This is an optimization exercise on Yosys and OpenROAD, whose aim is small area, a short achievable clock period and few clock cycles, not a production implementation.
Where RTL was checked, it was by simulation tests only, not by an equivalence proof against the original.
No activity file was given, so power comes from the tool's default toggle rates.

Setup of build 68:
// frame_rate_pacer
module frame_rate_pacer (
   input  logic                            clock,
   input  logic                            reset,
   input  logic                            req_valid,
   output logic                            req_ready,
   input  logic [frp_pkg::TS_W-1:0]        req_timestamp_ms,
   input  logic                            req_in_foreground,
   input  logic                            req_mouse_look,
   output logic                            rsp_valid,
   input  logic                            rsp_ready,
   output logic [frp_pkg::SLEEP_W-1:0]     rsp_sleep_ms,
   output logic [frp_pkg::TS_W-1:0]        rsp_frame_time_ms,
   output logic [frp_pkg::FPS_W-1:0]       rsp_fps_x16,
   input  logic                            csr_we,
   input  logic [frp_pkg::CSR_INDEX_W-1:0] csr_index,
   input  logic [frp_pkg::CSR_DATA_W-1:0]  csr_wdata
);
   logic [9:0]  base_fg, base_bg, base_lk;
   logic        nz_fg, nz_bg, nz_lk, comp_ff;
   logic        csr_busy, res_v, res_nz;
   logic [1:0]  res_idx;
   logic [9:0]  res_base;
  ...
Size in the first run: ~2200 flip-flops, ~0.089 mm^2 of cells after synthesis.
==> flow/config.mk <==
export PLATFORM = sky130hd
export DESIGN_NAME = frame_rate_pacer
export DESIGN_NICKNAME = frame_rate_pacer
export VERILOG_FILES = /design/flow/design.v
export SDC_FILE = /design/flow/constraint.sdc
export NUM_CORES = 4
export LEC_CHECK = 0
export CAP_MARGIN = 20
export CORE_MARGIN = 2
export CORE_UTILIZATION = 60
export CTS_BUF_LIST = sky130_fd_sc_hd__clkbuf_8
export CTS_CLUSTER_SIZE = 30
export SETUP_SLACK_MARGIN = 2.8
export SLEW_MARGIN = 20
export TNS_END_PERCENT = 100
==> flow/constraint.sdc <==
create_clock -name core_clock -period 6.5 [get_ports {clock}]
set_input_delay 1.3000 -clock core_clock [delete_from_list [all_inputs] [get_ports {clock}]]
set_output_delay 1.3000 -clock core_clock [all_outputs]
set_load 0.01 [all_outputs]
run.sh (not shown) runs the stock make flow with config.mk's settings and CLKGATE_MAP_FILE= SYNTH_SCRIPT=/design/flow/synth_recipe.tcl, a recipe that flattens the netlist after the stock synthesis.
Build 68: full flow OK, the timing, DRC and antenna checks passed
Setup changes, build 68 to trial 95
--- a/flow/config.mk
+++ b/flow/config.mk
@@ -13 +12,0 @@
-export SETUP_SLACK_MARGIN = 2.8
@@ -15 +13,0 @@
-export TNS_END_PERCENT = 100
--- outcome ---
Clock share of power: higher on trial 95
Diff build 68 -> trial 95: routed wire length -6700 um; area added between synthesis and finish moved down; non-filler instance count after layout now sits lower; smallest setup slack after layout now smaller.
No run of this note included a check of the RTL's function; only the layout flow was run.

job 8265:
Another version of the RTL of frame_rate_pacer (not shown whole).
Size: roughly 6100 cells after synthesis, roughly 2000 flip-flops, about 120 I/O pins, roughly 86000 um^2 of cells after synthesis.
Settings: LEC_CHECK=0, CAP_MARGIN=20, CORE_MARGIN=2, CORE_UTILIZATION=60, CTS_CLUSTER_DIAMETER=80, CTS_CLUSTER_SIZE=28, PLACE_DENSITY=0.75, SETUP_SLACK_MARGIN=3.0, SLEW_MARGIN=20, TNS_END_PERCENT=100; clock period 6.5 ns.
Testbench counts of job 8265, summed over its fixed seeds: cycles 15,088.
Modified inputs, job 402 compared to job 8265
diff --git a/flow/config.mk b/flow/config.mk
--- a/flow/config.mk
+++ b/flow/config.mk
@@ -9,7 +9,6 @@
 export CORE_MARGIN = 2
-export CORE_UTILIZATION = 60
+export CORE_UTILIZATION = 70
 export CTS_CLUSTER_DIAMETER = 80
 export CTS_CLUSTER_SIZE = 28
-export PLACE_DENSITY = 0.75
-export SETUP_SLACK_MARGIN = 3.0
+export SETUP_SLACK_MARGIN = 3.2
 export SLEW_MARGIN = 20
## What came out
The overall via count from detail_route in job 402 sits about 4.3% above the value recorded for job 8265.
Taking job 8265 over job 402, the routed wire length ratio works out to 0.913.
Job 8265 has a higher post-place setup slack than job 402.
Job 402 reports its cell at the slowest stage of the critical path as sky130_fd_sc_hd__fa_2 while job 8265 reports sky130_fd_sc_hd__dfxtp_4.
On smallest setup slack after layout, job 8265 beats job 402.
## Diff of input files: job 7906 against job 402
diff --git a/flow/config.mk b/flow/config.mk
--- a/flow/config.mk
+++ b/flow/config.mk
@@ -9,6 +9,6 @@
 export CORE_MARGIN = 2
-export CORE_UTILIZATION = 70
+export CORE_UTILIZATION = 60
 export CTS_CLUSTER_DIAMETER = 80
 export CTS_CLUSTER_SIZE = 28
-export SETUP_SLACK_MARGIN = 3.2
+export SETUP_SLACK_MARGIN = 2.9
 export SLEW_MARGIN = 20
==> run notes <==
From job 402 to job 7906 the numbers moved as follows: clock buffer count now sits higher; wire length now sits lower.
The minimum clock period after layout of job 7906 was superior to that of job 402.
There was hardly any difference in number of buffers inserted by port buffering between job 7906 and job 402.
Between job 402 and job 7906, worst path required time decreased.
As far as final-report max-slew violation count goes, job 402 and job 7906 are indistinguishable; the numbers are identical.
Status: longest individual stage delay on the worst path parity (job 402, job 7906)
Going from job 402 to job 7906, the setup slack at placement was found to have gone down by 140 ps.

== v6 ==
frame_rate_pacer again, from the RTL that the note above started with.
clock: 6.5 ns
lec_check: 0
cap_margin: 20
core_margin: 2
core_utilization: 60
cts_cluster_diameter: 80
cts_cluster_size: 28
setup_slack_margin: 3.0
slew_margin: 20
tns_end_percent: 100
Testbench counts of v6, summed over its fixed seeds: cycles 15,088.
For v7, these inputs were changed with respect to v6:
- a change of SETUP_SLACK_MARGIN from 3.0 to 3.1
==> run notes <==
- Per the comparison of v7 with v6, wire length saw an increase; sum of met3 wire segment lengths after detailed routing saw little to no change.
- TritonCTS buffer count: v7 vs v6 identical
- Diff v6 -> v7: combinational group share of total power moved up, pre-CTS worst setup slack now sits at about the same level.
- Looking at the reports, v7 completed the entire flow and the layout it produced met the timing, DRC and antenna checks.
- Taking v6 as the reference, in v7 average wire per standard cell +0.92%, measured slew at the worst slew-check pin +120 ps, area of combinational cells with multiple inputs +1.5%, half-perimeter wire length of the detailed placement result ~0 delta, final cell count +39.

==> afterwards: timing with drivers on the ports <==
The results above use ideal ports. As a check the final layouts listed here were re-extracted and re-timed, cells and wires unchanged.
Step 1 (the two cells are an assumption about what drives the block):
set clk [get_ports {clock}]
set_driving_cell -lib_cell sky130_fd_sc_hd__clkbuf_16 $clk
set_driving_cell -lib_cell sky130_fd_sc_hd__buf_2 [delete_from_list [all_inputs] $clk]
Step 2, shift: input delay + t, output delay - t, t = (earliest + latest rising clock arrival at the registers) / 2. This alone moves slack from input paths to output paths.
a / b / c = no drivers / after step 1 / after step 2; a / b = the first two.
| run | shift t [ns] | slack for setup (ns) | worst data-port slew with drivers (ns) |
|---|---|---|---|
| build 68 | 1.066 | 2.821 / 2.754 / 2.108 | 0.07 |
| trial 95 | 1.038 | 1.680 / 1.658 / 1.368 | 0.07 |
| job 8265 | 0.817 | 2.793 / 2.793 / 2.489 | 0.04 |
| job 402 | 0.778 | 2.640 / 2.640 / 2.616 | 0.06 |
| job 7906 | 0.814 | 2.923 / 2.898 / 2.207 | 0.04 |
| v6 | 0.818 | 2.945 / 2.945 / 2.301 | 0.04 |
| v7 | 0.820 | 2.881 / 2.881 / 2.430 | 0.04 |
After both steps every run listed still meets setup and hold. For job 7906, which loses most, drivers alone change the setup slack by -0.025 ns; drivers and shift together by -0.716 ns.
